This is an optimization exercise on Yosys and OpenROAD, whose aim is small area, not a production implementation. In this exercise RTL edits were held to simulation tests only and were not proved equivalent to the original. Power figures rest on the tool's default switching activity, not on a simulated workload.

--- design.v ---
module sisc_mc_core #(
  parameter int DATA_W = 32,
  parameter int REG_AW = 4
) (
  input  logic              clk,
  input  logic              rst,
  input  logic [31:0]       ir,
  input  logic              ir_valid,
  output logic              ir_ready,
  output logic              busy,
  output logic              halted,
  output logic [3:0]        stat,
  output logic              illegal,
  input  logic [REG_AW-1:0] dbg_addr,
  output logic [DATA_W-1:0] dbg_data
);
  localparam int NREG = 2 ** REG_AW;
  localparam int SW   = $clog2(DATA_W);
  localparam int MSB  = DATA_W - 1;
  localparam logic [2:0] IDLE      = 3'd0;
  localparam logic [2:0] DECODE    = 3'd1;
  localparam logic [2:0] EXECUTE   = 3'd2;
  localparam logic [2:0] WRITEBACK = 3'd3;
  localparam logic [2:0] HALTED    = 3'd4;
  typedef logic [DATA_W-1:0] word_t;
  logic [2:0]        state_r;
  logic [2:0]        stateNext_s;
  logic              irReady_r;
  logic              busy_r;
  logic              halted_r;
  logic [31:0]       irLatch_r;
  word_t             opA_r;
  word_t             opB_r;
  word_t             result_r;
  logic [3:0]        flags_r;
  logic              aluOk_r;
  logic              illegal_r;
  logic [3:0]        stat_r;
  word_t             regFile_r [NREG];
  logic [3:0]        opField_s;
  logic [3:0]        mmField_s;
  logic [REG_AW-1:0] rdField_s;
  logic [REG_AW-1:0] rsField_s;
  logic [REG_AW-1:0] rtField_s;
  word_t             immExt_s;
  word_t             aluRes_s;
  logic              aluC_s;
  logic              aluV_s;
  logic              aluLegal_s;
  logic              illegalOp_s;
  logic [DATA_W:0]   sumWide_s;
  logic [DATA_W:0]   shlWide_s;
  logic [DATA_W:0]   shrWide_s;
  logic [SW-1:0]     shAmt_s;
  assign opField_s = irLatch_r[31:28];
  assign mmField_s = irLatch_r[27:24];
  assign rdField_s = irLatch_r[20 +: REG_AW];
  assign rsField_s = irLatch_r[16 +: REG_AW];
  assign rtField_s = irLatch_r[12 +: REG_AW];
  assign immExt_s  = word_t'($signed(irLatch_r[15:0]));
  assign illegalOp_s = (opField_s != 4'h0) && !aluLegal_s;
  assign ir_ready     = irReady_r;
  assign busy         = busy_r;
  assign halted       = halted_r;
  assign stat         = stat_r;
  assign illegal      = illegal_r;
  assign dbg_data     = regFile_r[dbg_addr];
  always_comb begin
    stateNext_s = state_r;
    case (state_r)
      IDLE: begin
        if (ir_valid) begin
          stateNext_s = DECODE;
        end else begin
          stateNext_s = IDLE;
        end
      end
      DECODE: begin
        if (opField_s == 4'hF) begin
          stateNext_s = HALTED;
        end else begin
          stateNext_s = EXECUTE;
        end
      end
      EXECUTE:   stateNext_s = WRITEBACK;
      WRITEBACK: stateNext_s = IDLE;
      HALTED:    stateNext_s = HALTED;
      default:   stateNext_s = IDLE;
    endcase
  end
  always_comb begin
    aluRes_s   = {DATA_W{1'b0}};
    aluC_s     = 1'b0;
    aluV_s     = 1'b0;
    aluLegal_s = 1'b0;
    sumWide_s  = {(DATA_W + 1){1'b0}};
    shlWide_s  = {(DATA_W + 1){1'b0}};
    shrWide_s  = {(DATA_W + 1){1'b0}};
    shAmt_s    = opB_r[SW-1:0];
    if ((opField_s == 4'h1) || (opField_s == 4'h2)) begin
      case (mmField_s)
        4'h1: begin
          sumWide_s  = {1'b0, opA_r} + {1'b0, opB_r};
          aluRes_s   = sumWide_s[DATA_W-1:0];
          aluC_s     = sumWide_s[DATA_W];
          aluV_s     = (opA_r[MSB] == opB_r[MSB]) && (aluRes_s[MSB] != opA_r[MSB]);
          aluLegal_s = 1'b1;
        end
        4'h2: begin
          sumWide_s  = {1'b0, opA_r} + {1'b0, ~opB_r} + {{DATA_W{1'b0}}, 1'b1};
          aluRes_s   = sumWide_s[DATA_W-1:0];
          aluC_s     = sumWide_s[DATA_W];
          aluV_s     = (opA_r[MSB] != opB_r[MSB]) && (aluRes_s[MSB] != opA_r[MSB]);
          aluLegal_s = 1'b1;
        end
        4'h3: begin
          aluRes_s   = opA_r & opB_r;
          aluLegal_s = 1'b1;
        end
        4'h4: begin
          aluRes_s   = opA_r | opB_r;
          aluLegal_s = 1'b1;
        end
        4'h5: begin
          aluRes_s   = opA_r ^ opB_r;
          aluLegal_s = 1'b1;
        end
        4'h6: begin
          aluRes_s   = ~opA_r;
          aluLegal_s = 1'b1;
        end
        4'h7: begin
          shlWide_s  = {1'b0, opA_r} << shAmt_s;
          aluRes_s   = shlWide_s[DATA_W-1:0];
          aluC_s     = shlWide_s[DATA_W];
          aluLegal_s = 1'b1;
        end
        4'h8: begin
          shrWide_s  = {opA_r, 1'b0} >> shAmt_s;
          aluRes_s   = shrWide_s[DATA_W:1];
          aluC_s     = shrWide_s[0];
          aluLegal_s = 1'b1;
        end
        default: aluLegal_s = 1'b0;
      endcase
    end else begin
      aluLegal_s = 1'b0;
    end
  end
  always_ff @(posedge clk or posedge rst) begin
    if (rst) begin
      state_r   <= IDLE;
      irReady_r <= 1'b1;
      busy_r    <= 1'b0;
      halted_r  <= 1'b0;
    end else begin
      state_r   <= stateNext_s;
      irReady_r <= (stateNext_s == IDLE);
      busy_r    <= (stateNext_s == DECODE) || (stateNext_s == EXECUTE) ||
                   (stateNext_s == WRITEBACK);
      halted_r  <= (stateNext_s == HALTED);
    end
  end
  always_ff @(posedge clk or posedge rst) begin
    if (rst) begin
      irLatch_r <= 32'h0000_0000;
      opA_r     <= {DATA_W{1'b0}};
      opB_r     <= {DATA_W{1'b0}};
      result_r  <= {DATA_W{1'b0}};
      flags_r   <= 4'h0;
      aluOk_r   <= 1'b0;
      illegal_r <= 1'b0;
    end else begin
      if ((state_r == IDLE) && ir_valid) begin
        irLatch_r <= ir;
      end
      if (state_r == DECODE) begin
        opA_r <= regFile_r[rsField_s];
        opB_r <= (opField_s == 4'h2) ? immExt_s : regFile_r[rtField_s];
      end
      if (state_r == EXECUTE) begin
        result_r <= aluRes_s;
        flags_r  <= {aluC_s, aluV_s, aluRes_s[MSB], (aluRes_s == {DATA_W{1'b0}})};
        aluOk_r  <= aluLegal_s;
      end
      illegal_r <= (state_r == EXECUTE) && illegalOp_s;
    end
  end
  always_ff @(posedge clk or posedge rst) begin
    if (rst) begin
      for (int i = 0; i < NREG; i++) begin
        regFile_r[i] <= {DATA_W{1'b0}};
      end
    end else if ((state_r == WRITEBACK) && aluOk_r && (rdField_s != {REG_AW{1'b0}})) begin
      regFile_r[rdField_s] <= result_r;
    end
  end
  always_ff @(posedge clk or posedge rst) begin
    if (rst) begin
      stat_r <= 4'h0;
    end else if ((state_r == WRITEBACK) && aluOk_r) begin
      stat_r <= flags_r;
    end
  end
endmodule
--- run.sh ---
#!/bin/bash
# synth_recipe.tcl (not shown) runs the flow's synth.tcl, then flattens the netlist and writes it again
# the make line also repeats each setting of config.mk as NAME=value (left out here)
make -C /OpenROAD-flow-scripts/flow DESIGN_CONFIG=/design/flow/config.mk WORK_HOME=/design/flow/orfs CLKGATE_MAP_FILE= SYNTH_SCRIPT=/design/flow/synth_recipe.tcl finish
--- config.mk ---
export PLATFORM = sky130hd
export DESIGN_NAME = sisc_mc_core
export DESIGN_NICKNAME = sisc_mc_core
export VERILOG_FILES = /design/flow/design.v
export SDC_FILE = /design/flow/constraint.sdc
export NUM_CORES = 4
export LEC_CHECK = 0
export CAP_MARGIN = 20
export CORE_MARGIN = 2
export CORE_UTILIZATION = 30
export SLEW_MARGIN = 20
--- constraint.sdc ---
create_clock -name core_clock -period 10.0 [get_ports {clk}]
set_input_delay 2.0000 -clock core_clock [delete_from_list [all_inputs] [get_ports {clk}]]
set_output_delay 2.0000 -clock core_clock [all_outputs]
set_load 0.01 [all_outputs]
==> notes.md <==
- RSZ-0062 raised after global routing: false
- Power, Total: 13.6 mW
- Fin Setup TNS: 0 ps
- H-tree Lvls: 3
- Utilization after layout: 33.9%
- Largest net degree at the start of global routing: 164
- Number of remaining DRC errors: 0
- Final period util: 77.5%
- Clock Sinks: 655
- N_diodes: 0
- Number of global-route vias before repair: 41200
- Top_reg_cell synth: dfrtp_1
- WL final: 213 mm
- Antenna violation net count after detailed routing: 0
- Starting DRC count in detailed routing: 8030
- Number of antenna violations at the first check in global routing: 11
- Final hold violation count: 0
- Share of layout cells above drive strength 1: 21.7%
- Crit path DAT: 5750 ps
- Mapped Nets: 4625
- Share of synthesized flip-flops with an asynchronous set or reset: 100%
- Final net count: 4446
- Slew headroom: 14.6%
- Avg Inst Size Synth: 9.71 um2
- CTS tree: built
- First-pass DRT Iterations: 12
- Detail Placement HPWL: 130 mm
- PD cells: 279 nW/um2
- Largest cells by area after synthesis: dfrtp_1 (38%), mux2_2 (14%), a22oi_1 (9.8%), ha_1 (3.0%), clkbuf_1 (2.9%)
- Vias: 43100
- Fin crit period: 7750 ps
- Num rows: 139
- I/O pin total: 79
- Final Max Slew Viols: 0
- Input/output buffers: 78
- Clock Path Buffers: 3
- Hold WS: 428 ps
- Die X-Extent: 385 um
- Drt wl/cell: 34.0 um
- Yosys Warn Count: 2
- CORE AREA: 144000 um2
- Hold-fix buffers, CTS: 0
- Chip height: 385 um
- Vias/cell: 6.88
- First-pass GRT wire length: 302 mm
- Maximum vdd ir drop: 0.000217 V
- Clock root buffer master: clkbuf_16
- PostCTS Resize Cnt: 0
- Fin Clk Skew: 64.5 ps
- Hold crit path type: reg -> reg
- Clk slew on worst S/H paths: 60 ps
- CP Max Fanout: 25
- CTS buffer count: 77
- Seq cells post-synth: 655
- Count of unique library cells instantiated by Yosys: 100
- CP Class: in -> out
- Gpl congestion: 1.01
- Endpoints failing setup: 0
- Clock latency (worst-skew pair): 690 ps
- Worst-margin pin slew: 1280 ps
- CP required: 8000 ps
- CP Capture Type: output port
- Mapped Cells: 4478
- Startpoint Class: input port
- Remaining global-route overflow: 0
- Post-synthesis sequential area ratio: 37.7%
- Postcts setup bufs: 0
- Cell leakage power: 20.0 nW
- Post-synth EDFFs: 0
- Yosys top cell by area: dfrtp_1
- Synth Cell Area: 43500 um2
- Post-synth top area share: 37.6%
- Tot GR Track Use: 27.7%
- Initial core utilization: 30.2%
- P&R area growth vs syn: 12.2%
- Status: finished clean
- Max_cap viols: 0
- Peak Freq: 0.129 GHz
- Die area: 148000 um2
critical path, stage by stage:
cell             delay, ps
clkdlybuf4s50_1        680
nand2b_1               290
nor2_4                1020
buf_4                  390
a22oi_1                110
nand4_1                160
o22a_1                 420
clkdlybuf4s50_1        630
cell usage after synthesis, types with 9 or more instances:
library cell	n
a221oi_1	80
or2_2	11
a21o_1	15
nor4_1	24
nor3_1	88
buf_1	64
or3_1	13
buf_2	36
ha_1	106
o22a_1	37
a211oi_1	36
nor2b_1	28
o22ai_1	48
o221ai_1	49
mux4_2	31
mux2_2	549
nor2_1	249
a22oi_1	565
o211ai_1	23
mux2i_1	84
dfrtp_1	654
clkbuf_1	331
nand2b_1	35
a31oi_1	26
xnor2_1	14
nand3_1	106
inv_1	89
nand2_1	191
nor3b_1	10
o31ai_1	16
o21a_1	11
o21ai_0	190
o21bai_1	12
o21ai_1	12
buf_6	11
a22o_1	78
nand4_1	144
and2_1	9
a21oi_1	237
worst paths after layout:
kind,slack [ps],to,cells past startpoint,from
max,2250,dbg_data[29],8,dbg_addr[1]
min,430,regFile_r[0][24],0,regFile_r[0][24]
max reg2reg,4050,flags_r[0],13,opB_r[1]
min reg2reg,430,regFile_r[0][24],0,regFile_r[0][24]
max in group asynchronous,6420,opB_r[1],4,rst
min in group asynchronous,1940,regFile_r[6][15],3,rst
final cells by class:
cell class	instances	area (um2)
timing repair buffer	191	1690
multi-input combinational	3278	25400
clock buffer	104	2180
fill	14500	95000
sequential	655	16400
tap	1903	2380
clock inverter	36	433
inverter	96	364
per-stage QoR:
step | instances | instance area [um2] | setup WS, ps
after floorplan | 4478 | 43500 | -952
after global placement | 6122 | 46200 | 2570
after detailed placement | 6122 | 46200 | 2470
after CTS | 6262 | 48800 | 2470
after global routing | 6263 | 48800 | 2270
final | 6263 | 48800 | 2250
state kept, by name, summed over array words and instances (netlist names), 3 cells and up:
name,cells
state_r,3
opA_r,32
opB_r,32
regFile_r,512
result_r,31
stat_r,4
irLatch_r,32
flags_r,4
power by group:
part	total (mW)	leakage, nW	switching [mW]	internal, mW
registers	3.56	9.04	0.690	2.87
clock network	2.93	1.26	1.27	1.66
logic	7.12	9.71	5.00	2.11
cell usage in the layout (no fill, tap or decap), drive strengths merged, types with 13 or more instances in the layout:
cell,instances
a211oi,36
a21o,15
a21oi,237
a221oi,83
a22o,78
a22oi,565
a31oi,27
buf,113
clkbuf,104
clkdlybuf4s50,78
clkinv,21
dfrtp,654
ha,106
inv,99
mux2,555
mux2i,88
mux4,32
nand2,191
nand2b,35
nand3,106
nand4,144
nor2,249
nor2b,29
nor3,90
nor4,25
o211ai,23
o21ai,202
o221ai,49
o22a,37
o22ai,48
o31ai,18
or2,14
or3,13
xnor2,14
metal layers:
metal | vias to the layer above | GRT usage (%) | part of all wire [%]
li1 | 16900 | - | -
met1 | 21100 | 35.3 | 37
met2 | 3911 | 39.8 | 41
met3 | 1089 | 11.6 | 15
met4 | 16 | 14.0 | 6.6
met5 | - | 0.682 | 0.11
cell families (layout without fill, tap and decap cells):
| logic type | count (synthesis) | count (layout) | share of synthesized area [%] |
|---|---|---|---|
| XOR/XNOR | 21 | 21 | 0.423 |
| multiplexers | 675 | 675 | 18.1 |
| AO/OA/AOI/OAI | 1524 | 1524 | 24.8 |
| AND/OR/NAND/NOR | 950 | 950 | 10.8 |
| adder cells (fa/ha/maj) | 108 | 108 | 3.14 |
| flip-flops | 655 | 655 | 37.7 |
| buffers and inverters | 545 | 427 | 5.06 |

separate check: timing with driven ports:
In the flow no input, the clock included, has a driving cell. The finished layout below was timed again as built, in two steps. Step 1, drivers: a clkbuf_16 drives clk and a buf_2 each remaining input, both assumed. Step 2 moves the port delays by t, midway between the first and last clock arrival at a register: inputs arrive t later, outputs are due t later. That takes back most of the time a late clock gives input paths. Slacks: no drivers / after step 1 / after step 2; pairs: no drivers / after step 1.
shift t [ns]: 0.732
setup slack, ns: 2.252 / 2.223 / 2.223
clock arrival spread, ns: 0.065 / 0.065
worst register clock-pin slew, ns: 0.08 / 0.08
cell pins on the clock port's net: 1
After both steps setup and hold are still met in this run. For this run, drivers alone change the setup slack by -0.029 ns; drivers and shift together by -0.029 ns.
